This is an optimization exercise on Yosys and OpenROAD, whose aim is small area, not a production implementation. Where RTL was checked, it was by simulation tests only, not by an equivalence proof against the original. The RTL of run 2 was laid out without a check of its function. No activity file was given, so power comes from the tool's default toggle rates.

==> flow/design.v <==
package tspes_pkg;
    localparam int PACKET_BYTES = 188;
    localparam logic [7:0] POS_BASE = 8'(256 - PACKET_BYTES);
endpackage
module tspes_beat_fifo
(
    input  logic        clk,
    input  logic        rst_n,
    input  logic        push,
    input  logic [7:0]  din,
    input  logic        pop,
    input  logic        clear,
    output logic [7:0]  head,
    output logic        not_empty,
    output logic        full,
    output logic        one
);
    logic [7:0] mem_reg [1:5];
    logic [2:0] count_reg;
    logic [5:1] at;
    assign at[1] = !count_reg[1] &&  count_reg[0];
    assign at[2] = !count_reg[2] &&  count_reg[1];
    assign at[3] =  count_reg[2] &&  count_reg[0];
    assign at[4] =  count_reg[1] && !count_reg[0];
    assign at[5] =  count_reg[2] && !count_reg[1];
    assign not_empty = count_reg[2] || count_reg[0];
    assign full      = at[5];
    assign one       = at[1];
    always_comb
    begin
        head = '0;
        for (int i = 1; i <= 5; i++)
            head = head | ({8{at[i]}} & mem_reg[i]);
    end
    always_ff @(posedge clk)
    begin
        if (push)
        begin
            mem_reg[1] <= din;
            for (int i = 2; i <= 5; i++)
                mem_reg[i] <= mem_reg[i-1];
        end
    end
    always_ff @(posedge clk or negedge rst_n)
    begin
        if (!rst_n)
            count_reg <= '0;
        else if (clear)
            count_reg <= '0;
        else if (push && !pop)
            count_reg <= {count_reg[1:0], !count_reg[2]};
        else if (pop && !push)
            count_reg <= {!count_reg[0], count_reg[2:1]};
    end
endmodule
import tspes_pkg::*;
module ts_pes_reassembler_core
(
    input  logic                clk,
    input  logic                rst_n,
    input  logic                ts_valid,
    output logic                ts_stall,
    input  logic [7:0]   ts_byte,
    output logic                pes_valid,
    input  logic                pes_stall,
    output logic [7:0]   pes_byte,
    output logic                pes_end,
    output logic [7:0]   pes_stream_id,
    output logic [15:0]         pes_total_length
);
    logic [7:0]  pos_reg;       
    logic        open_reg;      
    logic [15:0] left_reg;      
    logic        cand_reg;      
    logic [7:0]  sid_reg;
    logic [15:0] tot_reg;       
    logic        accept, taking, owed, hold, push, pop, clear;
    logic        at4, at5, at6, at7, at8, at9, past3, in_hdr;
    logic        cand_next;
    logic        q_not_empty, q_full, q_one;
    logic [7:0]  pos_flip;
    logic        pos_wrap;
    logic [15:0] left_flip, tot_flip;
    logic        load_hi, load_lo;
    assign at4    = (pos_reg == POS_BASE + 8'd4);
    assign at5    = (pos_reg == POS_BASE + 8'd5);
    assign at6    = (pos_reg == POS_BASE + 8'd6);
    assign at7    = (pos_reg == POS_BASE + 8'd7);
    assign at8    = (pos_reg == POS_BASE + 8'd8);
    assign at9    = (pos_reg == POS_BASE + 8'd9);
    assign past3  = (pos_reg >= POS_BASE + 8'd4);
    assign in_hdr = (pos_reg >= POS_BASE + 8'd5) && (pos_reg <= POS_BASE + 8'd9);
    assign taking = open_reg && (left_reg != '0);
    assign owed   = open_reg && (left_reg == '0);
    assign hold   = cand_reg && in_hdr && !(at9 && ts_valid);
    assign ts_stall = (q_full && pes_stall) || (at4 && owed && (pes_stall || !q_one));
    assign accept   = ts_valid && !ts_stall;
    always_comb
    begin
        if (at4)
            cand_next = !taking && (ts_byte == 8'h00);
        else if (at5)
            cand_next = cand_reg && (ts_byte == 8'h00);
        else if (at6)
            cand_next = cand_reg && (ts_byte == 8'h01);
        else
            cand_next = cand_reg;
    end
    assign push    = accept && ((cand_next && (at4 || in_hdr)) || (taking && past3));
    assign clear   = accept && cand_reg && (at5 || at6) && !cand_next;
    assign load_hi = accept && cand_reg && at8;
    assign load_lo = accept && cand_reg && at9;
    always_comb
    begin
        logic t;
        t = accept;
        for (int i = 0; i < 8; i++)
        begin
            pos_flip[i] = t;
            t = t && pos_reg[i];
        end
        pos_wrap = t;
        t = accept && taking && past3;
        for (int i = 0; i < 16; i++)
        begin
            left_flip[i] = t;
            t = t && !left_reg[i];
        end
        t = push;
        for (int i = 0; i < 16; i++)
        begin
            tot_flip[i] = t;
            t = t && tot_reg[i];
        end
    end
    always_ff @(posedge clk)
    begin
        if (accept)
        begin
            if (at4 || at5 || at6)
                cand_reg <= cand_next;
            if (cand_reg && at7)
                sid_reg <= ts_byte;
        end
        left_reg[15:8] <= load_hi ? ts_byte : (left_reg[15:8] ^ left_flip[15:8]);
        left_reg[7:0]  <= load_lo ? ts_byte : (left_reg[7:0] ^ left_flip[7:0]);
        tot_reg <= (accept && cand_reg && at7) ? 16'd4 : (tot_reg ^ tot_flip);
    end
    always_ff @(posedge clk or negedge rst_n)
    begin
        if (!rst_n)
        begin
            pos_reg  <= POS_BASE;
            open_reg <= 1'b0;
        end
        else
        begin
            pos_reg <= (pos_reg ^ pos_flip) | (POS_BASE & {8{pos_wrap}});
            if (load_lo)
                open_reg <= 1'b1;
            else if (pes_end && !pes_stall)
                open_reg <= 1'b0;
        end
    end
    assign pop = pes_valid && !pes_stall;
    tspes_beat_fifo u_fifo
    (
        .clk       (clk),
        .rst_n     (rst_n),
        .push      (push),
        .din       (ts_byte),
        .pop       (pop),
        .clear     (clear),
        .head      (pes_byte),
        .not_empty (q_not_empty),
        .full      (q_full),
        .one       (q_one)
    );
    assign pes_valid        = q_not_empty && !hold;
    assign pes_end          = owed && q_one;
    assign pes_stream_id    = pes_end ? sid_reg : 8'd0;
    assign pes_total_length = pes_end ? tot_reg : 16'd0;
endmodule
==> flow/flow/run.sh <==
#!/bin/bash
# The standard layout, with two changes: after floorplan the combinational
# logic is re-mapped for area by OpenROAD's restructure, and the ports are
# buffered by the smallest buffer (sky130_fd_sc_hd__buf_1).
set -euo pipefail
here=$(pwd)
mkdir -p "$here/rsz"
python3 flow/liberty_keep.py "$FLOW_HOME/platforms/sky130hd/lib/sky130_fd_sc_hd__tt_025C_1v80.lib" \
    "$here/rsz/keep.lib" \
    "sky130_fd_sc_hd__probe_p_8 sky130_fd_sc_hd__probec_p_8 sky130_fd_sc_hd__lpflow_*" \
    > liberty_keep.log 2>&1
export RSZ_LIB="$here/rsz/keep.lib"
export RSZ_DIR="$here/rsz"
bash standard.sh "POST_FLOORPLAN_TCL=$here/flow/restructure.tcl" \
    "BUFFER_PORTS_ARGS=-buffer_cell sky130_fd_sc_hd__buf_1" finish > flow_make.log 2>&1
==> flow/flow/liberty_keep.py <==
# Writes a copy of a liberty file without the cells the platform marks
# don't-use, for OpenROAD's restructure (its ABC run ignores set_dont_use).
# usage: python3 liberty_keep.py IN.lib OUT.lib "pattern pattern ..."
import fnmatch
import re
import sys

src, dst, pats = sys.argv[1], sys.argv[2], sys.argv[3].split()
text = open(src).read()
out = []
pos = 0
for m in re.finditer(r'\n(\s*)cell\s*\(\s*"?([\w]+)"?\s*\)\s*\{', text):
    if m.start() < pos:
        continue
    name = m.group(2)
    # find the end of this cell group by brace matching
    depth = 0
    i = m.end() - 1
    while True:
        c = text[i]
        if c == '{':
            depth += 1
        elif c == '}':
            depth -= 1
            if depth == 0:
                break
        i += 1
    if any(fnmatch.fnmatch(name, p) for p in pats):
        out.append(text[pos:m.start()])
        pos = i + 1
out.append(text[pos:])
open(dst, 'w').write(''.join(out))
==> flow/flow/restructure.tcl <==
# Re-map the combinational logic for area with OpenROAD's restructure (ABC),
# after floorplan and before placement. Registers are left as they are.
restructure -target area \
    -liberty_file $::env(RSZ_LIB) \
    -tielo_port sky130_fd_sc_hd__conb_1/LO \
    -tiehi_port sky130_fd_sc_hd__conb_1/HI \
    -work_dir $::env(RSZ_DIR) \
    -abc_logfile $::env(RSZ_DIR)/abc.log
report_design_area
==> flow/standard.sh <==
#!/bin/bash
# synth_recipe.tcl (not shown) runs the flow's synth.tcl, then flattens the netlist and writes it again
# the make line also repeats each setting of config.mk as NAME=value (left out here)
make -C /OpenROAD-flow-scripts/flow DESIGN_CONFIG=/design/flow/config.mk WORK_HOME=/design/flow/orfs CLKGATE_MAP_FILE= SYNTH_SCRIPT=/design/flow/synth_recipe.tcl "${@:-finish}"
==> flow/config.mk <==
export PLATFORM = sky130hd
export DESIGN_NAME = ts_pes_reassembler_core
export DESIGN_NICKNAME = ts_pes_reassembler_core
export VERILOG_FILES = /design/flow/design.v
export SDC_FILE = /design/flow/constraint.sdc
export NUM_CORES = 4
export LEC_CHECK = 0
export CAP_MARGIN = 0
export CELL_PAD_IN_SITES_DETAIL_PLACEMENT = 0
export CELL_PAD_IN_SITES_GLOBAL_PLACEMENT = 0
export CORE_MARGIN = 2
export CORE_UTILIZATION = 60
export CTS_BUF_LIST = sky130_fd_sc_hd__clkbuf_8
export GPL_TIMING_DRIVEN = 0
export PLACE_DENSITY = 0.75
export SLEW_MARGIN = 0
==> flow/constraint.sdc <==
create_clock -name core_clock -period 6.5 [get_ports {clk}]
set_input_delay 1.3000 -clock core_clock [delete_from_list [all_inputs] [get_ports {clk}]]
set_output_delay 1.3000 -clock core_clock [all_outputs]
set_load 0.01 [all_outputs]
==> flow_summary.toml, run 1 <==
[die]
chipHeight_um = 87.0
dieArea_sq_mm = 0.00756
num_io_pins = 47
initial_core_util_pct = 61.5
design.core.area_sq_mm = 0.00672
die_w_um = 87.0
row_count = 30

[synthesis]
syn_inst = 334
ys_warn_count = 3
synth_fa_ha_area_share_pct = 11.5
ys_ff_latch = 93
synthXorXnorAreaFrac_pct = 0.636
synth-edff-count = 49
synth-main-ff-cell = "edfxtp_1"
yosys.area_share.simple_pct = 14.0
yosysUniqueCellTypes = 49
syn-cell-area_sq_mm = 0.00413
synthMuxAreaShare_pct = 0.879
synthArstFlopShare_pct = 12.9
yosysSeqAreaShare_pct = 58.5
synth_top_family_by_area = "simple AND/OR/NAND/NOR gates"
syn-num-nets = 384
synth_compound_gate_area_share_pct = 11.0
avgSynthCellArea_sq_um = 12.4

[hold_path]
min_from = "tot_reg[15]$_SDFF_PP0_"
hold_depth = 1
hp-class = "register to register"
min_to = "tot_reg[15]$_SDFF_PP0_"

[layout]
layout_common_cells = "clkinv_1, edfxtp_1, nor2_1"
postLayoutCoreUtil_pct = 66.4
largest_register_ffs = 40
final_common_cell = "clkinv_1"
final.fill_count = 538
drive_gt1_share_pct = 9.17
area_growth_syn_to_layout_pct = 8.00
num_antenna_cells = 0
fin_nets = 443

[sta]
slew_viol_final = 0
hold_viol_final = 0
final-setup-viol-count = 0
fin_setup_tns_ns = 0
fin_ws_ns = 0.512
fmax_ghz = 0.167
min_period_ns = 5.99
worstMarginPinSlew_ns = 1.00
clock_skew_ns = 0.00984
maxSlewHeadroom_pct = 32.5
min_period_over_period_pct = 92.1

[cts]
root_buffer = "clkbuf_8"
cts-buffers-inserted = 9
cts_tree = "done"
clk_pin_slew_ns = 0.08
ctsHoldBuffers = 0
htreeDepth = 3
insertion_delay_ns = 0.36
clock_path_buffers = 2
cts_num_sinks = 93

[global_routing]
grt_max_degree = 25
grt_pass1_wl_um = 12900
grt.total_usage_pct = 22.3
antenna_found_initial = 0
grt-ovfl-total = 0
grt_pass1_vias = 2717

[route]
wirelength_um = 7900
wl_met1_um = 3570
vias = 2939
topRoutingLayerUsed = "met4"
drcViolationCount = 0
drt_first_pass_iters = 5
met2WireLength_um = 3830
wl_met3_um = 411
avgRoutedWirePerCell_um = 15.3
drtIter0Drc = 228
ant_nets = 0
via_per_inst = 5.70

[worst_setup_path]
cp_slowest_cell = "or4_1"
worstPathRequired_ns = 6.79
ff2ff_setup_slack_ns = 1.06
start_kind = "input port"
slowest_delay_ns = 0.54
end_kind = "register"
r2r-end = "tot_reg[15]$_SDFF_PP0_"
reg2reg_depth = 36
arrival_ns = 6.28
critPathMaxFanout = 5
worstSetupPathType = "input port to register"
r2r-start = "u_fifo.count_reg[1]$_DFFE_PN0P_"

[placed_design]
dp_slack_ns = -1.57
routabilityCongestion = 0.813
dpl.hpwl_um = 5410
io_buffers = 46

[power_and_ir_drop]
power_density_mw_per_mm2 = 408
p_leak_uw = 0.00159
ir_drop_uv = 211

[flow_run]
max_cap_violations = 0

[outcome]
status = "finished clean"
==> synthesized netlist by cell type (all sizes together) (2+ instances only) <==
| cell | number | share of area, % |
|---|---|---|
| edfxtp | 49 | 36 |
| and2 | 41 | 6.2 |
| ha | 38 | 12 |
| dfxtp | 32 | 16 |
| nor2 | 23 | 2.1 |
| inv | 21 | 1.9 |
| a21oi | 19 | 2.3 |
| a221oi | 16 | 3.4 |
| nand2 | 13 | 1.2 |
| clkbuf | 12 | 1.1 |
| dfrtp | 10 | 6.1 |
| o21ai | 8 | 0.97 |
| nor4 | 6 | 0.91 |
| nand3 | 5 | 0.91 |
| o41ai | 4 | 1.5 |
| nor3 | 3 | 0.48 |
| xnor2 | 3 | 0.64 |
| a221o | 2 | 0.48 |
| buf | 2 | 0.39 |
| dfstp | 2 | 1.3 |
| mux2 | 2 | 0.64 |
| nand4b | 2 | 0.42 |
| nor4b | 2 | 0.79 |
| o211a | 2 | 0.48 |
| or2 | 2 | 0.30 |
==> critical path: cells and delay by family <==
kind	cells	cell delay, ns
and+or+nand+nor	17	2.71
buffers and inverters	15	1.40
AOI/OAI and AO/OA	6	0.84
==> layer usage <==
layer	vias to the layer above	track usage (%)
met5	-	0
met4	0	7.39
met3	8	4.83
met2	97	35.5
met1	1382	30.4
li1	1452	-
==> metrics by stage <==
| stage | hold slack, ns | area, sq um | std cells | total power [uW] |
|---|---|---|---|---|
| 6_report | 0.452 | 4460 | 516 | 1820 |
| 5_1_grt | 0.469 | 4460 | 516 | 1940 |
| 4_1_cts | 0.449 | 4430 | 516 | 1820 |
| 3_5_place_dp | 0.437 | 4200 | 498 | 1440 |
| 3_3_place_gp | 0.429 | 4150 | 496 | 1410 |
| 2_1_floorplan | 0.426 | 4130 | 334 | 918 |
==> area by class of cell <==
cell class / instances / area (sq um) / share of cell area (%)
clock inverters: 7 / 67.6 / 1.52
repair buffers: 50 / 218 / 4.88
flip-flops and latches: 93 / 2410 / 54.2
inverters: 71 / 268 / 6.00
well taps: 80 / 100 / 2.24
clock buffers: 9 / 124 / 2.78
multi-input cells: 206 / 1270 / 28.4
==> where the power goes <==
group | switching (uW) | leakage, uW | internal [uW] | total, uW
logic | 308 | 0.000629 | 208 | 517
registers | 126 | 0.000856 | 806 | 933
clock network | 192 | 0.000102 | 176 | 369
==> logic make-up (layout without fill, tap and decap cells) <==
group	after synthesis	after routing
buffers and inverters	36	137
adder cells (fa/ha/maj)	38	0
flip-flops	93	93
XOR/XNOR	3	0
AO/OA/AOI/OAI	60	95
AND/OR/NAND/NOR	101	111
multiplexers	3	0
==> how the worst max path moves through the flow <==
stage	from	cells past startpoint	endpoint
global placement	ts_byte[1]	38	tot_reg[15]$_SDFF_PP0_
CTS	ts_byte[1]	38	tot_reg[15]$_SDFF_PP0_
floorplan	ts_byte[0]	22	tot_reg[14]$_SDFF_PP0_
global route	ts_byte[1]	38	tot_reg[15]$_SDFF_PP0_
finish	ts_byte[1]	38	tot_reg[15]$_SDFF_PP0_
detailed placement	ts_byte[1]	38	tot_reg[15]$_SDFF_PP0_
==> what timing repair did <==
item	CTS	global route
setup buffers	2	0
pin swaps	1	1
endpoints found under the setup margin	6	4
endpoints found under the hold margin	0	0
gates resized for setup	9	13
==> run 2: changes to the inputs <==
--- a/flow/design.v
+++ b/flow/design.v
@@ -121,13 +121,25 @@
         end
         pos_wrap = t;
         t = accept && taking && past3;
-        for (int i = 0; i < 16; i++)
+        for (int i = 0; i < 8; i++)
+        begin
+            left_flip[i] = t;
+            t = t && !left_reg[i];
+        end
+        t = accept && taking && past3 && (left_reg[7:0] == 8'd0);
+        for (int i = 8; i < 16; i++)
         begin
             left_flip[i] = t;
             t = t && !left_reg[i];
         end
         t = push;
-        for (int i = 0; i < 16; i++)
+        for (int i = 0; i < 8; i++)
+        begin
+            tot_flip[i] = t;
+            t = t && tot_reg[i];
+        end
+        t = push && (tot_reg[7:0] == 8'hff);
+        for (int i = 8; i < 16; i++)
         begin
             tot_flip[i] = t;
             t = t && tot_reg[i];
==> run 2 against run 1 <==
Via count is 1.6% higher. Largest cell class unchanged. Routed wire length is 2.3% higher. Core utilization is 1.2 points lower. Cell count is 1.6% higher. Critical path depth is 12 lower. Final area is 0.67% lower. Worst setup slack worse by 0.027 ns. Clock-buffer cell count is 1 higher. Synthesized cell count is 4.5% higher.
==> flow_summary.toml, run 2 <==
[power_and_ir_drop]
pwr-share-comb_pct = 27.5
p_clk_share_pct = 20.7
p_int_uw = 1090
p_leak_uw = 0.00158
ir_drop_uv = 187
p_sw_share_pct = 34.9
power_density_mw_per_mm2 = 377
switchingPower_uw = 583
seq_power_share_pct = 51.8

[synthesis]
synth_top_area_share_pct = 34.8
yosysUniqueCellTypes = 50
ys_ff_latch = 93
syn-num-nets = 397
synth_commonest_cells = "edfxtp_1, ha_1, dfxtp_1"
synth_top_area_cell = "edfxtp_1"
yosysSeqAreaShare_pct = 57.1
synthTopCellsByArea = "edfxtp_1, dfxtp_1, ha_1"
syn_inst = 349
syn-cell-area_sq_mm = 0.00423
synthArstFlopShare_pct = 12.9
avgSynthCellArea_sq_um = 12.1
synth-main-ff-cell = "edfxtp_1"
ys_warn_count = 3
synth-edff-count = 49
synth_most_common_cell = "edfxtp_1"

[global_routing]
grt-ovfl-total = 0
grt_pass1_wl_um = 12700
grt.total_usage_pct = 21.3
antenna_found_initial = 0
grt_max_degree = 25
grt_pass1_vias = 2694

[route]
vias = 2987
via_per_inst = 5.70
drtIter0Drc = 290
ant_nets = 0
avgRoutedWirePerCell_um = 15.4
wirelength_um = 8080
drcViolationCount = 0
drt_first_pass_iters = 5

[placed_design]
place_area_sq_mm = 0.00422
io_buffers = 46
dpl.hpwl_um = 5600
routabilityCongestion = 0.864

[cts]
root_buffer = "clkbuf_8"
clock_path_buffers = 2
cts-buffers-inserted = 9
cts_num_sinks = 93
insertion_delay_ns = 0.35
cts_tree = "done"
ctsHoldBuffers = 0
htreeDepth = 3
clk_pin_slew_ns = 0.09

[layout]
largest_register_ffs = 40
drive_gt1_share_pct = 6.54
layout_common_cells = "clkinv_1, nor2_1, edfxtp_1"
final.fill_count = 573
area_growth_syn_to_layout_pct = 4.67
multi_input_area_sq_mm = 0.00127
num_antenna_cells = 0
fin_nets = 435
seq_area_sq_mm = 0.00241
final_area_sq_mm = 0.00443
postLayoutCoreUtil_pct = 65.2
final_common_cell = "clkinv_1"

[sta]
clock_skew_ns = 0.0112
worstMarginPinSlew_ns = 1.21
hold_viol_final = 0
fmax_ghz = 0.166
min_period_ns = 6.01
hold_slack_ns = 0.453
slew_viol_final = 0
min_period_over_period_pct = 92.5
maxSlewHeadroom_pct = 18.6
fin_setup_tns_ns = 0
final-setup-viol-count = 0

[die]
chipHeight_um = 88.0
dieArea_sq_mm = 0.00774
design.core.area_sq_mm = 0.00679
die_w_um = 88.0
initial_core_util_pct = 62.3
num_io_pins = 47
row_count = 30

[flow_run]
max_cap_violations = 0

[worst_setup_path]
worstPathRequired_ns = 6.79
cp_slowest_cell = "or4_1"
arrival_ns = 6.31
end_kind = "register"
cp-startpoint = "ts_byte[1]"
slowest_delay_ns = 0.56
worst_path_most_repeated_cell = "nor2_1"
worstSetupPathType = "input port to register"
ff2ff_setup_slack_ns = 1.45
start_kind = "input port"
r2r-start = "pos_reg[6]$_DFF_PN1_"
critPathMaxFanout = 16

[hold_path]
hp-class = "register to register"
min_from = "u_fifo.mem_reg[2][1]$_DFFE_PN_"

[outcome]
status = "finished clean"
## run 2: cell types whose count changed after synthesis, sizes merged, moves of 4 or more
| cell | before | now |
|---|---|---|
| nor2 | 23 | 27 |
| buf | 2 | 8 |
| nand4 | 1 | 5 |
| o41ai | 4 | 0 |
| nand2 | 13 | 18 |
| nor2b | 1 | 14 |
| and2 | 41 | 24 |
| o21ai | 8 | 15 |
| clkbuf | 12 | 6 |
## run 2: logic make-up (layout without fill, tap and decap cells)
kind of cell	Yosys count	in the layout	share of synthesized area (%)
simple gates	115	123	16.6
flops	93	93	57.1
compound gates	62	88	10.3
buf+inv	37	124	4.02
fa+ha+maj	36	0	10.6
xor+xnor	6	0	1.42
## run 2: final timing paths
path | endpoint | depth (start not counted)
setup / recovery | tot_reg[15]$_SDFF_PP0_ | 26
hold / removal | u_fifo.mem_reg[3][1]$_DFFE_PN_ | 0
setup reg to reg | tot_reg[15]$_SDFF_PP0_ | 28
hold reg to reg | u_fifo.mem_reg[3][1]$_DFFE_PN_ | 0
max in group asynchronous | open_reg$_DFFE_PN0P_ | 1
min in group asynchronous | pos_reg[7]$_DFF_PN0_ | 1
## run 2: metal layers
layer / routed length [um] / global-route usage, %
met5: 0 / 0
met4: 85 / 7.55
met3: 344 / 3.20
met2: 3820 / 32.4
met1: 3830 / 31.4
## run 2: power groups by stage
stage | Combinational (uW) | Clock [uW] | Sequential [uW]
finish | 458 | 346 | 865
global placement | 423 | 0 | 873
CTS | 450 | 353 | 862
floorplan | 232 | 0 | 694
global route | 511 | 375 | 880
detailed placement | 447 | 0 | 875
## run 2: per-stage QoR
step / total power, uW / setup WS [ns] / cells
final: 1670 / 0.485 / 524
after global routing: 1770 / -0.0579 / 524
after CTS: 1660 / 0.205 / 524
after detailed placement: 1320 / -0.704 / 507
after global placement: 1300 / -4.93 / 503
after floorplan: 926 / 2.30 / 349
## run 2: what timing repair did
| item | 4_1_cts | 5_1_grt |
|---|---|---|
| buffers inserted | 1 | 0 |
| setup endpoints to repair | 2 | 2 |
| cloned | 0 | 0 |
| resized for setup | 0 | 5 |
| endpoints found under the hold margin | 0 | 0 |
| pin swaps | 1 | 0 |
## run 2: cell type report
| cell class | count | share of cell area (%) |
|---|---|---|
| clock buffers | 10 | 3.11 |
| flip-flops and latches | 93 | 54.5 |
| clock inverters | 6 | 0.847 |
| repair buffers | 51 | 5.25 |
| well taps | 96 | 2.71 |
| multi-input cells | 211 | 28.7 |
| inverters | 57 | 4.83 |
## run 2: worst max-delay path: cells and delay by family
kind | cells | cell delay (ns)
simple gates | 14 | 3.38
compound gates | 4 | 0.59
buf+inv | 8 | 1.04
==> run 3: changes to the inputs <==
--- a/flow/design.v
+++ b/flow/design.v
@@ -71,12 +71,11 @@
     logic [7:0]  pos_reg;       
     logic        open_reg;      
     logic [15:0] left_reg;      
-    logic        cand_reg;      
     logic [7:0]  sid_reg;
     logic [15:0] tot_reg;       
     logic        accept, taking, owed, hold, push, pop, clear;
     logic        at4, at5, at6, at7, at8, at9, past3, in_hdr;
-    logic        cand_next;
+    logic        cand, cand_next;
     logic        q_not_empty, q_full, q_one;
     logic [7:0]  pos_flip;
     logic        pos_wrap;
@@ -91,8 +90,9 @@
     assign past3  = (pos_reg >= POS_BASE + 8'd4);
     assign in_hdr = (pos_reg >= POS_BASE + 8'd5) && (pos_reg <= POS_BASE + 8'd9);
     assign taking = open_reg && (left_reg != '0);
+    assign cand   = !open_reg && q_not_empty;
     assign owed   = open_reg && (left_reg == '0);
-    assign hold   = cand_reg && in_hdr && !(at9 && ts_valid);
+    assign hold   = cand && in_hdr && !(at9 && ts_valid);
     assign ts_stall = (q_full && pes_stall) || (at4 && owed && (pes_stall || !q_one));
     assign accept   = ts_valid && !ts_stall;
     always_comb
@@ -100,16 +100,16 @@
         if (at4)
             cand_next = !taking && (ts_byte == 8'h00);
         else if (at5)
-            cand_next = cand_reg && (ts_byte == 8'h00);
+            cand_next = cand && (ts_byte == 8'h00);
         else if (at6)
-            cand_next = cand_reg && (ts_byte == 8'h01);
+            cand_next = cand && (ts_byte == 8'h01);
         else
-            cand_next = cand_reg;
+            cand_next = cand;
     end
     assign push    = accept && ((cand_next && (at4 || in_hdr)) || (taking && past3));
-    assign clear   = accept && cand_reg && (at5 || at6) && !cand_next;
-    assign load_hi = accept && cand_reg && at8;
-    assign load_lo = accept && cand_reg && at9;
+    assign clear   = accept && cand && (at5 || at6) && !cand_next;
+    assign load_hi = accept && cand && at8;
+    assign load_lo = accept && cand && at9;
     always_comb
     begin
         logic t;
@@ -149,14 +149,12 @@
     begin
         if (accept)
         begin
-            if (at4 || at5 || at6)
-                cand_reg <= cand_next;
-            if (cand_reg && at7)
+            if (cand && at7)
                 sid_reg <= ts_byte;
         end
         left_reg[15:8] <= load_hi ? ts_byte : (left_reg[15:8] ^ left_flip[15:8]);
         left_reg[7:0]  <= load_lo ? ts_byte : (left_reg[7:0] ^ left_flip[7:0]);
-        tot_reg <= (accept && cand_reg && at7) ? 16'd4 : (tot_reg ^ tot_flip);
+        tot_reg <= (accept && cand && at7) ? 16'd4 : (tot_reg ^ tot_flip);
     end
     always_ff @(posedge clk or negedge rst_n)
     begin
--- a/flow/flow/run.sh
+++ b/flow/flow/run.sh
@@ -12,4 +12,5 @@
 export RSZ_LIB="$here/rsz/keep.lib"
 export RSZ_DIR="$here/rsz"
 bash standard.sh "POST_FLOORPLAN_TCL=$here/flow/restructure.tcl" \
-    "BUFFER_PORTS_ARGS=-buffer_cell sky130_fd_sc_hd__buf_1" finish > flow_make.log 2>&1
+    "BUFFER_PORTS_ARGS=-buffer_cell sky130_fd_sc_hd__buf_1" \
+    "CTS_ARGS=-sink_clustering_enable -repair_clock_nets -buf_list sky130_fd_sc_hd__clkbuf_8 -sink_clustering_size 30 -sink_clustering_max_diameter 100 -dont_use_dummy_load" finish > flow_make.log 2>&1
==> run 3 against run 2 <==
Clock skew increased by 0.017 ns. Register-to-register slack gained 0.69 ns. Via count fell by 2.8%. Synthesized cell count is 0.57% lower. Sequential share of layout area up 1.5 points. Final area decreased by 3.9%. Area after synthesis down 2.3%. Fmax is 11% higher. Sequential cell count down 1. Cell count shrank 5.3%. Non-clock buffer count down 4. Clock power fell by 16%. Largest power group unchanged. Highest routed layer unchanged.
==> flow_summary.toml, run 3 <==
[outcome]
status = "finished clean"

[synthesis]
syn-num-nets = 395
synth_top_area_share_pct = 34.9
synth_commonest_cells = "edfxtp_1, ha_1, inv_1"
avgSynthCellArea_sq_um = 11.9
synthArstFlopShare_pct = 13.0
syn-cell-area_sq_mm = 0.00414
synth_most_common_cell = "edfxtp_1"
synth-edff-count = 48
ys_warn_count = 3
yosysSeqAreaShare_pct = 57.7
synth_top_area_cell = "edfxtp_1"
synthTopCellsByArea = "edfxtp_1, dfxtp_1, ha_1"
synth-main-ff-cell = "edfxtp_1"
ys_ff_latch = 92
syn_inst = 347
yosysUniqueCellTypes = 47

[sta]
fin_setup_tns_ns = 0
grt_setup_unrepaired = "false"
maxSlewHeadroom_pct = 22.3
min_period_ns = 5.41
slew_viol_final = 0
min_period_over_period_pct = 83.3
final-setup-viol-count = 0
fmax_ghz = 0.185
fin_ws_ns = 1.09
hold_viol_final = 0
worstMarginPinSlew_ns = 1.15
clock_skew_ns = 0.0286

[layout]
largest_register_ffs = 40
layout_common_cells = "clkinv_1, nor2_1, edfxtp_1"
drive_gt1_share_pct = 3.37
fin_nets = 430
num_antenna_cells = 0
area_growth_syn_to_layout_pct = 2.90
final-instance-count-excl-fill = 496
final.fill_count = 541
final_common_cell = "clkinv_1"

[cts]
post_cts_buffers = 0
cts_tree = "done"
cts_num_sinks = 92
cts-buffers-inserted = 9
root_buffer = "clkbuf_8"
cts_repair_resize_count = 0
insertion_delay_ns = 0.35
clk_pin_slew_ns = 0.09
ctsHoldBuffers = 0
clock_path_buffers = 2
htreeDepth = 3

[worst_setup_path]
cp-startpoint = "ts_byte[3]"
start_kind = "input port"
arrival_ns = 5.69
worstSetupPathType = "input port to register"
r2r-start = "left_reg[1]$_DFF_P_"
end_kind = "register"
worstPathRequired_ns = 6.77
critPathMaxFanout = 5

[hold_path]
hp-class = "register to register"
min_from = "u_fifo.mem_reg[1][1]$_DFFE_PN_"

[route]
drtIter0Drc = 231
wirelength_um = 7950
via_per_inst = 5.85
ant_nets = 0
avgRoutedWirePerCell_um = 16.0
drcViolationCount = 0
vias = 2904
drt_first_pass_iters = 4

[placed_design]
routabilityCongestion = 0.859
dp.cells = 487
dpl.hpwl_um = 5400
io_buffers = 46
dp_slack_ns = 0.745

[die]
dieArea_sq_mm = 0.00757
chipHeight_um = 87.0
row_count = 30
die_w_um = 87.0
num_io_pins = 47
initial_core_util_pct = 61.5
design.core.area_sq_mm = 0.00672

[global_routing]
grtUsageMet3_pct = 6.26
grt_max_degree = 42
grt_pass1_wl_um = 12800
antenna_found_initial = 0
grt-ovfl-total = 0
grt.total_usage_pct = 22.1
use_met1_pct = 30.3
busiest_layer = "met2"
grt_pass1_vias = 2718
use_met2_pct = 34.1

[flow_run]
max_cap_violations = 0

[power_and_ir_drop]
ir_drop_uv = 212
p_leak_uw = 0.00146
power_density_mw_per_mm2 = 407
power_uw = 1730
-- run 3: changes by cell type in the layout (fill, tap and decap cells not counted), moves of 4 or more --
| cell | change |
|---|---|
| a31oi_1 | -4 |
| nor4_1 | -4 |
| clkinv_1 | +13 |
| o32a_1 | +7 |
| nand2_1 | -6 |
-- run 3: area by class of cell --
type	count	area [sq um]	share of cell area (%)
sequential	92	2380	56.0
tap	80	100	2.35
multi-input combinational	198	1200	28.1
timing repair buffer	47	188	4.41
clock buffer	9	124	2.91
inverter	70	263	6.17
-- run 3: worst paths after layout --
path,end,depth (start not counted),slack [ns]
worst max-delay path,tot_reg[15]$_SDFF_PP0_,23,1.09
worst min-delay path,u_fifo.mem_reg[2][1]$_DFFE_PN_,0,0.44
worst max register to register,tot_reg[15]$_SDFF_PP0_,20,2.14
worst min register to register,u_fifo.mem_reg[2][1]$_DFFE_PN_,0,0.44
max in group asynchronous,open_reg$_DFFE_PN0P_,1,5.10
min in group asynchronous,u_fifo.count_reg[0]$_DFFE_PN0P_,1,0.96
-- run 3: routing by layer --
layer	part of all wire [%]	up-vias
met5	0	-
met4	0.82	0
met3	5.6	6
met2	48	91
met1	46	1383
li1	-	1424
-- run 3: cells by family after synthesis --
group | after synthesis | share of synthesized area (%)
AO/OA/AOI/OAI | 56 | 10.8
flip-flops | 92 | 57.7
AND/OR/NAND/NOR | 111 | 15.2
adder cells (fa/ha/maj) | 36 | 10.9
XOR/XNOR | 5 | 1.06
buffers and inverters | 47 | 4.30
-- run 3: through the flow --
step | cell area [sq um] | utilization (%) | hold slack (ns)
3_5_place_dp | 4130 | 61.5 | 0.437
5_1_grt | 4260 | 63.3 | 0.456
4_1_cts | 4260 | 63.3 | 0.442
2_1_floorplan | 4140 | - | 0.426
6_report | 4260 | 63.3 | 0.437
3_3_place_gp | 4110 | 61.2 | 0.430
-- run 3: power breakdown --
group	leakage, uW	total [uW]	switching (uW)	internal [uW]
Combinational	0.000540	501	303	198
Sequential	0.000852	941	128	812
Clock	0.0000647	291	167	124
Total	0.00146	1730	599	1130
-- run 3: critical path, cell delays in order --
cell      delay [ns]
buf_1           0.19
or4_1           0.52
nor4_1          0.31
o221ai_1        0.20
a41oi_1         0.30
clkinv_1        0.10
o22ai_1         0.14
o21ai_0         0.28
nor4_1          0.51
clkinv_1        0.16
nor2_1          0.17
clkinv_1        0.11
nor2_1          0.15
clkinv_1        0.10
nor2_1          0.16
nand2_1         0.11
nor2_1          0.14
clkinv_1        0.10
nor2_1          0.14
clkinv_1        0.11
nor2_1          0.18
nor2_1          0.06
a211oi_1        0.16
==> run 4: changes to the inputs <==
--- a/flow/flow/run.sh
+++ b/flow/flow/run.sh
@@ -13,4 +13,4 @@
 export RSZ_DIR="$here/rsz"
 bash standard.sh "POST_FLOORPLAN_TCL=$here/flow/restructure.tcl" \
     "BUFFER_PORTS_ARGS=-buffer_cell sky130_fd_sc_hd__buf_1" \
-    "CTS_ARGS=-sink_clustering_enable -repair_clock_nets -buf_list sky130_fd_sc_hd__clkbuf_8 -sink_clustering_size 30 -sink_clustering_max_diameter 100 -dont_use_dummy_load" finish > flow_make.log 2>&1
+    "CTS_ARGS=-sink_clustering_enable -repair_clock_nets -buf_list sky130_fd_sc_hd__clkbuf_8 -sink_clustering_size 50 -sink_clustering_max_diameter 200 -dont_use_dummy_load" finish > flow_make.log 2>&1
==> run 4 against run 3 <==
Routed wire length unchanged. Clock-buffer cell count unchanged. Sequential cell count unchanged. Power unchanged. Worst hold slack unchanged. Cell count unchanged. Via count unchanged. Critical path type unchanged. Largest cell class unchanged.
==> flow_summary.toml, run 4 <==
[sta]
fin_setup_tns_ns = 0
hold_viol_final = 0
fin_ws_ns = 1.09
final-setup-viol-count = 0
clock_skew_ns = 0.0286
min_period_over_period_pct = 83.3
worstMarginPinSlew_ns = 1.15
maxSlewHeadroom_pct = 22.3
slew_viol_final = 0
fmax_ghz = 0.185
min_period_ns = 5.41
grt_setup_unrepaired = "false"

[die]
die_w_um = 87.0
initial_core_util_pct = 61.5
design.core.area_sq_mm = 0.00672
dieArea_sq_mm = 0.00757
chipHeight_um = 87.0
num_io_pins = 47
row_count = 30

[global_routing]
grt_pass1_vias = 2718
grt.total_usage_pct = 22.1
grt_pass1_wl_um = 12800
grt-ovfl-total = 0
antenna_found_initial = 0
grt_max_degree = 42

[power_and_ir_drop]
power_density_mw_per_mm2 = 407
ir_drop_uv = 212
switchingPower_uw = 599
pwr-share-comb_pct = 28.9
p_sw_share_pct = 34.5
seq_power_share_pct = 54.3
p_leak_uw = 0.00146
p_int_uw = 1130
p_clk_share_pct = 16.8

[route]
vias = 2904
avgRoutedWirePerCell_um = 16.0
drtIter0Drc = 231
drt_first_pass_iters = 4
drcViolationCount = 0
ant_nets = 0
via_per_inst = 5.85
wirelength_um = 7950

[synthesis]
synth_fa_ha_area_share_pct = 10.9
ys_warn_count = 3
synthMuxAreaShare_pct = 0
synth_top_area_cell = "edfxtp_1"
synth-edff-count = 48
ys_ff_latch = 92
synth_most_common_cell = "edfxtp_1"
syn_inst = 347
synth-main-ff-cell = "edfxtp_1"
synth_commonest_cells = "edfxtp_1, ha_1, inv_1"
yosysUniqueCellTypes = 47
synth_top_area_share_pct = 34.9
avgSynthCellArea_sq_um = 11.9
synthXorXnorAreaFrac_pct = 1.06
syn-num-nets = 395
synth_top_family_by_area = "simple AND/OR/NAND/NOR gates"
yosys.area_share.simple_pct = 15.2
synthTopCellsByArea = "edfxtp_1, dfxtp_1, ha_1"
syn-cell-area_sq_mm = 0.00414
synth_compound_gate_area_share_pct = 10.8
synthArstFlopShare_pct = 13.0
yosysSeqAreaShare_pct = 57.7

[cts]
clock_path_buffers = 2
cts_repair_resize_count = 0
root_buffer = "clkbuf_8"
cts_tree = "done"
clk_pin_slew_ns = 0.09
insertion_delay_ns = 0.35
cts_num_sinks = 92
cts-buffers-inserted = 9
post_cts_buffers = 0
htreeDepth = 3
ctsHoldBuffers = 0

[placed_design]
place_area_sq_mm = 0.00413
io_buffers = 46
dp.cells = 487
routabilityCongestion = 0.859
dpl.hpwl_um = 5400
dp_slack_ns = 0.745

[worst_setup_path]
worstSetupPathType = "input port to register"
start_kind = "input port"
worstPathRequired_ns = 6.77
end_kind = "register"
arrival_ns = 5.69
critPathMaxFanout = 5

[layout]
postLayoutCoreUtil_pct = 63.3
final-instance-count-excl-fill = 496
num_antenna_cells = 0
fin_nets = 430
multi_input_area_sq_mm = 0.00120
final.fill_count = 541
seq_area_sq_mm = 0.00238
final_common_cell = "clkinv_1"
drive_gt1_share_pct = 3.37
layout_common_cells = "clkinv_1, nor2_1, edfxtp_1"
final_area_sq_mm = 0.00426
area_growth_syn_to_layout_pct = 2.90
largest_register_ffs = 40

[outcome]
status = "finished clean"

[flow_run]
max_cap_violations = 0

[hold_path]
hp-class = "register to register"
## run 4: cell counts after synthesis
No cell type changed its count.
## run 4: final timing paths
path                            slack, ns  depth (start not counted)                              end                      startpoint
min in group asynchronous            0.96                          1  u_fifo.count_reg[0]$_DFFE_PN0P_                           rst_n
worst max-delay path                 1.09                         23           tot_reg[15]$_SDFF_PP0_                      ts_byte[3]
max in group asynchronous            5.10                          1             open_reg$_DFFE_PN0P_                           rst_n
worst min-delay path                 0.44                          0   u_fifo.mem_reg[2][1]$_DFFE_PN_  u_fifo.mem_reg[1][1]$_DFFE_PN_
worst min register to register       0.44                          0   u_fifo.mem_reg[2][1]$_DFFE_PN_  u_fifo.mem_reg[1][1]$_DFFE_PN_
worst max register to register       2.14                         20           tot_reg[15]$_SDFF_PP0_             left_reg[1]$_DFF_P_
## run 4: logic make-up after synthesis
kind of cell	Yosys count
adders and majority gates	36
AOI/OAI and AO/OA	56
and+or+nand+nor	111
xor gates and xnor gates	5
DFF	92
buffers and inverters	47
## run 4: through the flow
| stage | hold slack, ns | total power [uW] |
|---|---|---|
| after floorplan | 0.426 | 944 |
| after global placement | 0.430 | 1430 |
| after detailed placement | 0.437 | 1450 |
| after CTS | 0.442 | 1740 |
| after global routing | 0.456 | 1840 |
| final | 0.437 | 1730 |
## run 4: critical path: stages
cell and delay, ns:
buf_1 0.19, or4_1 0.52, nor4_1 0.31, o221ai_1 0.20
a41oi_1 0.30, clkinv_1 0.10, o22ai_1 0.14, o21ai_0 0.28
nor4_1 0.51, clkinv_1 0.16, nor2_1 0.17, clkinv_1 0.11
nor2_1 0.15, clkinv_1 0.10, nor2_1 0.16, nand2_1 0.11
nor2_1 0.14, clkinv_1 0.10, nor2_1 0.14, clkinv_1 0.11
nor2_1 0.18, nor2_1 0.06, a211oi_1 0.16
## run 4: metal layers
metal  vias to the layer above  routed length, um  part of all wire [%]  track usage (%)
met5                         -                  0                     0                0
met4                         0                 65                  0.82             7.10
met3                         6                443                   5.6             6.26
met2                        91               3810                    48             34.1
met1                      1383               3620                    46             30.3
li1                       1424                  -                     -                -
## run 4: cell type report
class | instances | share of cell area, %
repair buffers | 47 | 4.41
well taps | 80 | 2.35
inverters | 70 | 6.17
flip-flops and latches | 92 | 56.0
multi-input cells | 198 | 28.1
clock buffers | 9 | 2.91
## run 4: power groups by stage
stage,sequential [uW],clock [uW],combinational [uW]
5_1_grt,960,322,562
4_1_cts,939,301,500
3_3_place_gp,941,0,485
3_5_place_dp,950,0,500
2_1_floorplan,704,0,241
6_report,941,291,501
==> run 5: changes to the inputs <==
--- a/flow/flow/run.sh
+++ b/flow/flow/run.sh
@@ -13,4 +13,4 @@
 export RSZ_DIR="$here/rsz"
 bash standard.sh "POST_FLOORPLAN_TCL=$here/flow/restructure.tcl" \
     "BUFFER_PORTS_ARGS=-buffer_cell sky130_fd_sc_hd__buf_1" \
-    "CTS_ARGS=-sink_clustering_enable -repair_clock_nets -buf_list sky130_fd_sc_hd__clkbuf_8 -sink_clustering_size 50 -sink_clustering_max_diameter 200 -dont_use_dummy_load" finish > flow_make.log 2>&1
+    "CTS_ARGS=-repair_clock_nets -buf_list sky130_fd_sc_hd__clkbuf_8 -dont_use_dummy_load" finish > flow_make.log 2>&1
==> run 5 against run 4 <==
Fmax unchanged. Sequential share of layout area did not move. Register-to-register slack about the same. Die area stayed put. Cell count unchanged. Clock power is essentially flat. Routed wire length stayed put. Critical path type unchanged. Highest routed layer unchanged.
==> flow_summary.toml, run 5 <==
[outcome]
status = "finished clean"

[synthesis]
synthTopCellsByArea = "edfxtp_1, dfxtp_1, ha_1"
synth_top_area_share_pct = 34.9
ys_ff_latch = 92
yosysUniqueCellTypes = 47
synthArstFlopShare_pct = 13.0
ys_warn_count = 3
synth_commonest_cells = "edfxtp_1, ha_1, inv_1"
yosysSeqAreaShare_pct = 57.7
synth-main-ff-cell = "edfxtp_1"
avgSynthCellArea_sq_um = 11.9
synth_most_common_cell = "edfxtp_1"
synth-edff-count = 48
syn-cell-area_sq_mm = 0.00414
synth_top_area_cell = "edfxtp_1"
syn_inst = 347
syn-num-nets = 395

[placed_design]
routabilityCongestion = 0.859
io_buffers = 46
dp.cells = 487
dpl.hpwl_um = 5400

[layout]
fin_nets = 430
final_common_cell = "clkinv_1"
largest_register_ffs = 40
num_antenna_cells = 0
drive_gt1_share_pct = 3.37
final-instance-count-excl-fill = 496
area_growth_syn_to_layout_pct = 2.90
layout_common_cells = "clkinv_1, nor2_1, edfxtp_1"
final.fill_count = 541

[power_and_ir_drop]
seq_power_share_pct = 54.3
p_int_uw = 1130
p_clk_share_pct = 16.8
power_density_mw_per_mm2 = 407
switchingPower_uw = 599
pwr-share-comb_pct = 28.9
p_sw_share_pct = 34.5
p_leak_uw = 0.00146
ir_drop_uv = 212

[global_routing]
grt_max_degree = 42
grt_pass1_wl_um = 12800
grt.total_usage_pct = 22.1
grt-ovfl-total = 0
antenna_found_initial = 0
grt_pass1_vias = 2718

[sta]
fin_setup_tns_ns = 0
hold_viol_final = 0
grt_setup_unrepaired = "false"
fmax_ghz = 0.185
slew_viol_final = 0
maxSlewHeadroom_pct = 22.3
clock_skew_ns = 0.0286
min_period_ns = 5.41
worstMarginPinSlew_ns = 1.15
min_period_over_period_pct = 83.3
final-setup-viol-count = 0

[die]
design.core.area_sq_mm = 0.00672
num_io_pins = 47
dieArea_sq_mm = 0.00757
chipHeight_um = 87.0
row_count = 30
die_w_um = 87.0
initial_core_util_pct = 61.5

[worst_setup_path]
slowest_delay_ns = 0.52
crit_path_cell_trace = "buf_1, or4_1, nor4_1, o221ai_1, a41oi_1, clkinv_1, o22ai_1, o21ai_0, nor4_1, clkinv_1, nor2_1, clkinv_1, nor2_1, clkinv_1, nor2_1, nand2_1, nor2_1, clkinv_1, nor2_1, clkinv_1, nor2_1, nor2_1, a211oi_1"
worst_path_most_repeated_cell = "nor2_1"
end_kind = "register"
critPathMaxFanout = 5
arrival_ns = 5.69
worstPathRequired_ns = 6.77
worstSetupPathType = "input port to register"
start_kind = "input port"
cp_slowest_cell = "or4_1"

[route]
ant_nets = 0
wirelength_um = 7950
vias = 2904
drcViolationCount = 0
wl_met1_um = 3620
drt_first_pass_iters = 4
met2WireLength_um = 3810
avgRoutedWirePerCell_um = 16.0
wl_met3_um = 443
drtIter0Drc = 231
via_per_inst = 5.85
topRoutingLayerUsed = "met4"

[cts]
ctsHoldBuffers = 0
cts-buffers-inserted = 9
clk_pin_slew_ns = 0.09
cts_tree = "done"
cts_repair_resize_count = 0
cts_num_sinks = 92
post_cts_buffers = 0
insertion_delay_ns = 0.35
htreeDepth = 3
root_buffer = "clkbuf_8"
clock_path_buffers = 2

[hold_path]
hp-class = "register to register"

[flow_run]
max_cap_violations = 0
==> run 5: final timing paths <==
kind / startpoint / to / slack, ns / depth (start not counted)
worst max register to register: left_reg[1]$_DFF_P_ / tot_reg[15]$_SDFF_PP0_ / 2.14 / 20
worst min-delay path: u_fifo.mem_reg[1][1]$_DFFE_PN_ / u_fifo.mem_reg[2][1]$_DFFE_PN_ / 0.44 / 0
min in group asynchronous: rst_n / u_fifo.count_reg[0]$_DFFE_PN0P_ / 0.96 / 1
worst min register to register: u_fifo.mem_reg[1][1]$_DFFE_PN_ / u_fifo.mem_reg[2][1]$_DFFE_PN_ / 0.44 / 0
worst max-delay path: ts_byte[3] / tot_reg[15]$_SDFF_PP0_ / 1.09 / 23
max in group asynchronous: rst_n / open_reg$_DFFE_PN0P_ / 5.10 / 1
==> run 5: cell type report <==
cell class / instances / area [sq um] / share of cell area [%]
clock buffer: 9 / 124 / 2.91
sequential: 92 / 2380 / 56.0
timing repair buffer: 47 / 188 / 4.41
tap: 80 / 100 / 2.35
inverter: 70 / 263 / 6.17
multi-input combinational: 198 / 1200 / 28.1
==> run 5: cells by family after synthesis <==
logic type	Yosys count	share of synthesized area [%]
AOI/OAI and AO/OA	56	10.8
and+or+nand+nor	111	15.2
xor gates and xnor gates	5	1.06
buffers and inverters	47	4.30
adders and majority gates	36	10.9
DFF	92	57.7
==> run 5: per-stage QoR <==
stage	hold slack [ns]	setup slack [ns]	total power (uW)	cell area, sq um	utilization, %
after global placement	0.430	0.887	1430	4110	61.2
after floorplan	0.426	1.62	944	4140	-
final	0.437	1.09	1730	4260	63.3
after detailed placement	0.437	0.745	1450	4130	61.5
after global routing	0.456	0.473	1840	4260	63.3
after CTS	0.442	1.14	1740	4260	63.3
==> run 5: routing by layer <==
layer | vias to the layer above | GRT usage, %
li1 | 1424 | -
met1 | 1383 | 30.3
met2 | 91 | 34.1
met3 | 6 | 6.26
met4 | 0 | 7.10
met5 | - | 0
==> run 5: worst max-delay path, delay by kind of cell <==
| family | cells | cell delay (ns) |
|---|---|---|
| compound gates | 5 | 1.08 |
| buf+inv | 7 | 0.87 |
| simple gates | 11 | 2.45 |
==> run 5: power groups by stage <==
stage          registers, uW  logic, uW  clock network (uW)
6_report                 941        501                 291
5_1_grt                  960        562                 322
4_1_cts                  939        500                 301
3_5_place_dp             950        500                   0
3_3_place_gp             941        485                   0
2_1_floorplan            704        241                   0
==> run 6: changes to the inputs <==
--- a/flow/flow/run.sh
+++ b/flow/flow/run.sh
@@ -13,4 +13,4 @@
 export RSZ_DIR="$here/rsz"
 bash standard.sh "POST_FLOORPLAN_TCL=$here/flow/restructure.tcl" \
     "BUFFER_PORTS_ARGS=-buffer_cell sky130_fd_sc_hd__buf_1" \
-    "CTS_ARGS=-repair_clock_nets -buf_list sky130_fd_sc_hd__clkbuf_8 -dont_use_dummy_load" finish > flow_make.log 2>&1
+    "CTS_ARGS=-sink_clustering_enable -repair_clock_nets -root_buf sky130_fd_sc_hd__clkbuf_8 -buf_list sky130_fd_sc_hd__clkbuf_4 -dont_use_dummy_load" finish > flow_make.log 2>&1
==> run 6 against run 5 <==
Sequential cell count unchanged. Via count did not move. Clock skew is the same. Critical path type unchanged. Combinational power about the same. Core utilization unchanged. Clock-buffer cell count is the same. Sequential share of layout area stayed put. Worst hold slack stayed put. Synthesized cell count did not move. Routed wire length is the same. Power unchanged. Still clean on timing, DRC and antenna.
==> flow_summary.toml, run 6 <==
[outcome]
status = "finished clean"

[synthesis]
syn_inst = 347
synth-main-ff-cell = "edfxtp_1"
synthTopCellsByArea = "edfxtp_1, dfxtp_1, ha_1"
synth_top_area_cell = "edfxtp_1"
yosysSeqAreaShare_pct = 57.7
synthArstFlopShare_pct = 13.0
yosysUniqueCellTypes = 47
syn-cell-area_sq_mm = 0.00414
syn-num-nets = 395
ys_ff_latch = 92
synth-edff-count = 48
ys_warn_count = 3
synth_top_area_share_pct = 34.9
avgSynthCellArea_sq_um = 11.9
synth_commonest_cells = "edfxtp_1, ha_1, inv_1"
synth_most_common_cell = "edfxtp_1"

[sta]
final-setup-viol-count = 0
min_period_ns = 5.41
hold_viol_final = 0
clock_skew_ns = 0.0286
maxSlewHeadroom_pct = 22.3
worstMarginPinSlew_ns = 1.15
fmax_ghz = 0.185
fin_setup_tns_ns = 0
grt_setup_unrepaired = "false"
min_period_over_period_pct = 83.3
slew_viol_final = 0

[die]
row_count = 30
chipHeight_um = 87.0
design.core.area_sq_mm = 0.00672
dieArea_sq_mm = 0.00757
num_io_pins = 47
initial_core_util_pct = 61.5
die_w_um = 87.0

[layout]
layout_common_cells = "clkinv_1, nor2_1, edfxtp_1"
num_antenna_cells = 0
drive_gt1_share_pct = 3.37
largest_register_ffs = 40
fin_nets = 430
final.fill_count = 541
area_growth_syn_to_layout_pct = 2.90
final_common_cell = "clkinv_1"
final-instance-count-excl-fill = 496

[cts]
clock_path_buffers = 2
ctsHoldBuffers = 0
cts_num_sinks = 92
cts_tree = "done"
htreeDepth = 3
insertion_delay_ns = 0.35
root_buffer = "clkbuf_8"
post_cts_buffers = 0
clk_pin_slew_ns = 0.09
cts_repair_resize_count = 0
cts-buffers-inserted = 9

[worst_setup_path]
slowest_delay_ns = 0.52
end_kind = "register"
critPathMaxFanout = 5
cp_slowest_cell = "or4_1"
start_kind = "input port"
crit_path_cell_trace = "buf_1, or4_1, nor4_1, o221ai_1, a41oi_1, clkinv_1, o22ai_1, o21ai_0, nor4_1, clkinv_1, nor2_1, clkinv_1, nor2_1, clkinv_1, nor2_1, nand2_1, nor2_1, clkinv_1, nor2_1, clkinv_1, nor2_1, nor2_1, a211oi_1"
arrival_ns = 5.69
worstSetupPathType = "input port to register"
worst_path_most_repeated_cell = "nor2_1"
worstPathRequired_ns = 6.77

[route]
drt_first_pass_iters = 4
wirelength_um = 7950
avgRoutedWirePerCell_um = 16.0
vias = 2904
via_per_inst = 5.85
ant_nets = 0
drtIter0Drc = 231
drcViolationCount = 0

[placed_design]
io_buffers = 46
dpl.hpwl_um = 5400
routabilityCongestion = 0.859
dp.cells = 487

[power_and_ir_drop]
power_density_mw_per_mm2 = 407
p_leak_uw = 0.00146
ir_drop_uv = 212

[global_routing]
grt.total_usage_pct = 22.1
grt_max_degree = 42
grt_pass1_vias = 2718
grt_pass1_wl_um = 12800
grt-ovfl-total = 0
antenna_found_initial = 0

[flow_run]
max_cap_violations = 0

[hold_path]
hp-class = "register to register"
==> run 6: cell counts after synthesis <==
No cell type changed its count.
==> run 6: path summary, 6_finish.rpt <==
path,to,slack (ns),from,cells after the start
worst min-delay path,u_fifo.mem_reg[2][1]$_DFFE_PN_,0.44,u_fifo.mem_reg[1][1]$_DFFE_PN_,0
worst max-delay path,tot_reg[15]$_SDFF_PP0_,1.09,ts_byte[3],23
min in group asynchronous,u_fifo.count_reg[0]$_DFFE_PN0P_,0.96,rst_n,1
worst max register to register,tot_reg[15]$_SDFF_PP0_,2.14,left_reg[1]$_DFF_P_,20
max in group asynchronous,open_reg$_DFFE_PN0P_,5.10,rst_n,1
worst min register to register,u_fifo.mem_reg[2][1]$_DFFE_PN_,0.44,u_fifo.mem_reg[1][1]$_DFFE_PN_,0
==> run 6: layout make-up <==
class                   instances  area (sq um)  share of cell area (%)
flip-flops and latches         92          2380                    56.0
multi-input cells             198          1200                    28.1
inverters                      70           263                    6.17
repair buffers                 47           188                    4.41
clock buffers                   9           124                    2.91
well taps                      80           100                    2.35
==> run 6: kinds of logic after synthesis <==
kind of cell,after synthesis,synth area share [%]
compound gates,56,10.8
xor+xnor,5,1.06
fa+ha+maj,36,10.9
buf+inv,47,4.30
flops,92,57.7
simple gates,111,15.2
==> run 6: power breakdown <==
group,internal [uW],leakage [uW],switching [uW]
Combinational,198,0.000540,303
Sequential,812,0.000852,128
Clock,124,0.0000647,167
Total,1130,0.00146,599
==> run 6: critical path, delay by kind of cell <==
kind | cells | cell delay, ns
buffers and inverters | 7 | 0.87
AO/OA/AOI/OAI | 5 | 1.08
AND/OR/NAND/NOR | 11 | 2.45
==> run 6: metrics by stage <==
stage	util, %	worst slack [ns]	power [uW]	instance area, sq um	hold WS [ns]
after floorplan	-	1.62	944	4140	0.426
after global placement	61.2	0.887	1430	4110	0.430
after detailed placement	61.5	0.745	1450	4130	0.437
after CTS	63.3	1.14	1740	4260	0.442
after global routing	63.3	0.473	1840	4260	0.456
final	63.3	1.09	1730	4260	0.437
==> run 6: per-layer routing <==
layer	GRT usage, %	part of all wire (%)	vias to the layer above
met1	30.3	46	1383
met4	7.10	0.82	0
met2	34.1	48	91
met3	6.26	5.6	6
li1	-	-	1424
met5	0	0	-
==> run 7: changes to the inputs <==
--- a/flow/flow/run.sh
+++ b/flow/flow/run.sh
@@ -12,5 +12,4 @@
 export RSZ_LIB="$here/rsz/keep.lib"
 export RSZ_DIR="$here/rsz"
 bash standard.sh "POST_FLOORPLAN_TCL=$here/flow/restructure.tcl" \
-    "BUFFER_PORTS_ARGS=-buffer_cell sky130_fd_sc_hd__buf_1" \
-    "CTS_ARGS=-sink_clustering_enable -repair_clock_nets -root_buf sky130_fd_sc_hd__clkbuf_8 -buf_list sky130_fd_sc_hd__clkbuf_4 -dont_use_dummy_load" finish > flow_make.log 2>&1
+    "BUFFER_PORTS_ARGS=-buffer_cell sky130_fd_sc_hd__buf_1" finish > flow_make.log 2>&1
==> run 7 against run 6 <==
Worst setup slack worse by 0.0078 ns. Sequential cell count stayed put. Highest routed layer unchanged. Synthesized cell count stayed put. Clock skew is 0.018 ns lower. Still clean. Clock power is 26% higher. Critical path type unchanged. First-iteration DRC count is 26% higher. Routed wire length is 0.28% higher. Cell count is 1.4% higher. Global-route usage is 0.20 points higher. Combinational power hardly changed. Clock-buffer cell count stayed put.
==> flow_summary.toml, run 7 <==
[placed_design]
dp_slack_ns = 0.745
dp.cells = 487
routabilityCongestion = 0.859
dpl.hpwl_um = 5400
place_area_sq_mm = 0.00413
io_buffers = 46

[die]
design.core.area_sq_mm = 0.00672
row_count = 30
num_io_pins = 47
initial_core_util_pct = 61.5
dieArea_sq_mm = 0.00757
die_w_um = 87.0
chipHeight_um = 87.0

[layout]
final-instance-count-excl-fill = 503
num_antenna_cells = 0
layout_common_cells = "clkinv_1, nor2_1, edfxtp_1"
largest_register_ffs = 40
final_area_sq_mm = 0.00432
final.fill_count = 539
fin_nets = 430
area_growth_syn_to_layout_pct = 4.51
final_common_cell = "clkinv_1"
drive_gt1_share_pct = 4.49

[cts]
root_buffer = "clkbuf_8"
cts_repair_resize_count = 0
cts_tree = "done"
post_cts_buffers = 0
insertion_delay_ns = 0.35
clk_pin_slew_ns = 0.09
clock_path_buffers = 2
cts_num_sinks = 92
cts-buffers-inserted = 9
htreeDepth = 3
ctsHoldBuffers = 0

[route]
wirelength_um = 7970
drcViolationCount = 0
ant_nets = 0
via_per_inst = 5.76
avgRoutedWirePerCell_um = 15.8
vias = 2897
drt_first_pass_iters = 5
drtIter0Drc = 292

[worst_setup_path]
start_kind = "input port"
cp_slowest_cell = "or4_1"
worst_path_most_repeated_cell = "nor2_1"
crit_buf_inv = 7
critPathMaxFanout = 5
worstPathRequired_ns = 6.77
slowest_delay_ns = 0.52
critical_path.top_delay_family = "simple AND/OR/NAND/NOR gates"
worstSetupPathType = "input port to register"
crit_path_cell_trace = "buf_1, or4_1, nor4_1, o221ai_1, a41oi_1, clkinv_1, o22ai_1, o21ai_0, nor4_1, clkinv_1, nor2_1, clkinv_1, nor2_1, clkinv_1, nor2_1, nand2_1, nor2_1, clkinv_1, nor2_1, clkinv_1, nor2_1, nor2_1, a211oi_1"
end_kind = "register"
arrival_ns = 5.69

[synthesis]
synth_commonest_cells = "edfxtp_1, ha_1, inv_1"
yosysSeqAreaShare_pct = 57.7
synth-main-ff-cell = "edfxtp_1"
ys_ff_latch = 92
synth_top_area_share_pct = 34.9
ys_warn_count = 3
synth_most_common_cell = "edfxtp_1"
yosysUniqueCellTypes = 47
synth-edff-count = 48
synth_top_area_cell = "edfxtp_1"
syn_inst = 347
synthTopCellsByArea = "edfxtp_1, dfxtp_1, ha_1"
avgSynthCellArea_sq_um = 11.9
syn-cell-area_sq_mm = 0.00414
synthArstFlopShare_pct = 13.0
syn-num-nets = 395

[sta]
grt_setup_unrepaired = "false"
worstMarginPinSlew_ns = 1.13
min_period_ns = 5.42
fin_setup_tns_ns = 0
fin_ws_ns = 1.08
final-setup-viol-count = 0
hold_viol_final = 0
fmax_ghz = 0.184
min_period_over_period_pct = 83.4
maxSlewHeadroom_pct = 23.7
slew_viol_final = 0
clock_skew_ns = 0.0103

[outcome]
status = "finished clean"

[global_routing]
grt_max_degree = 42
grt_pass1_wl_um = 12900
antenna_found_initial = 0
grt.total_usage_pct = 22.3
grt-ovfl-total = 0
grt_pass1_vias = 2737

[flow_run]
max_cap_violations = 0

[power_and_ir_drop]
ir_drop_uv = 214
power_density_mw_per_mm2 = 419
p_leak_uw = 0.00149

[hold_path]
hp-class = "register to register"
==> run 7: per-layer routing <==
layer | vias to the layer above | global-route usage [%] | part of all wire (%)
met5 | - | 0 | 0
met4 | 0 | 6.96 | 1.1
met3 | 11 | 6.45 | 5.8
met2 | 88 | 33.9 | 48
met1 | 1369 | 31.0 | 45
li1 | 1429 | - | -
==> run 7: final timing paths <==
path	slack, ns	endpoint	depth (start not counted)	startpoint
max	1.08	tot_reg[15]$_SDFF_PP0_	23	ts_byte[3]
max reg2reg	2.10	tot_reg[15]$_SDFF_PP0_	20	left_reg[1]$_DFF_P_
min in group asynchronous	0.95	u_fifo.count_reg[1]$_DFFE_PN0P_	1	rst_n
min reg2reg	0.46	u_fifo.mem_reg[2][1]$_DFFE_PN_	0	u_fifo.mem_reg[1][1]$_DFFE_PN_
min	0.46	u_fifo.mem_reg[2][1]$_DFFE_PN_	0	u_fifo.mem_reg[1][1]$_DFFE_PN_
max in group asynchronous	5.12	open_reg$_DFFE_PN0P_	1	rst_n
==> run 7: power by group <==
| group | total [uW] | leakage, uW | switching, uW | internal [uW] |
|---|---|---|---|---|
| Sequential | 940 | 0.000852 | 128 | 812 |
| Clock | 368 | 0.0000945 | 192 | 176 |
| Combinational | 501 | 0.000540 | 303 | 198 |
==> run 7: worst reg2reg max path: stages (launching register included) <==
cell,delay (ns)
dfxtp_1,0.34
or4_1,0.50
nor4_1,0.55
nor2_1,0.16
o22ai_1,0.14
o21ai_0,0.28
nor4_1,0.51
clkinv_1,0.15
nor2_1,0.16
clkinv_1,0.11
nor2_1,0.16
clkinv_1,0.10
nor2_1,0.16
nand2_1,0.11
nor2_1,0.14
clkinv_1,0.10
nor2_1,0.14
clkinv_1,0.11
nor2_1,0.19
nor2_1,0.07
a211oi_1,0.16
==> run 7: kinds of logic (layout without fill, tap and decap cells) <==
kind of cell | after synthesis | after routing | share of synthesized area, %
xor gates and xnor gates | 5 | 0 | 1.06
buffers and inverters | 47 | 133 | 4.30
AOI/OAI and AO/OA | 56 | 86 | 10.8
DFF | 92 | 92 | 57.7
and+or+nand+nor | 111 | 112 | 15.2
adders and majority gates | 36 | 0 | 10.9
==> run 7: metrics by stage <==
| stage | utilization, % | hold slack [ns] | power [uW] |
|---|---|---|---|
| 2_1_floorplan | - | 0.426 | 944 |
| 6_report | 64.3 | 0.457 | 1810 |
| 3_3_place_gp | 61.2 | 0.430 | 1430 |
| 4_1_cts | 64.3 | 0.459 | 1820 |
| 5_1_grt | 64.3 | 0.469 | 1930 |
| 3_5_place_dp | 61.5 | 0.437 | 1450 |
==> run 7: cell type report <==
class | count | area, sq um | area share (%)
clock buffers | 9 | 124 | 2.87
clock inverters | 7 | 66.3 | 1.53
inverters | 70 | 263 | 6.08
multi-input cells | 198 | 1200 | 27.7
flip-flops and latches | 92 | 2380 | 55.2
well taps | 80 | 100 | 2.32
repair buffers | 47 | 188 | 4.34

## separate check: timing with driven ports
Ports are ideal in the flow. The routed layouts listed here were re-timed in OpenROAD. Step 1, drivers: a clkbuf_16 drives clk and a buf_2 each remaining input, both assumed. Step 2, shift: input delay + t, output delay - t, t = (earliest + latest rising clock arrival at the registers) / 2. This alone moves slack from input paths to output paths. Three values: no drivers, after step 1, after step 2; two values: the first two.
run	shift t [ns]	setup slack, ns	slew at the worst register clock pin (ns)
run 1	0.382	0.512 / 0.522 / 0.140	0.09 / 0.09
run 2	0.373	0.485 / 0.495 / 0.122	0.09 / 0.09
run 3	0.365	1.086 / 1.091 / 0.725	0.09 / 0.09
run 4	0.365	1.086 / 1.091 / 0.725	0.09 / 0.09
run 5	0.365	1.086 / 1.091 / 0.725	0.09 / 0.09
run 6	0.365	1.086 / 1.091 / 0.725	0.09 / 0.09
run 7	0.370	1.078 / 1.082 / 0.712	0.09 / 0.09
After both steps every run listed still meets setup and hold. The setup slack of run 1, which loses most, moves by +0.010 ns with the drivers and by -0.372 ns with both steps.
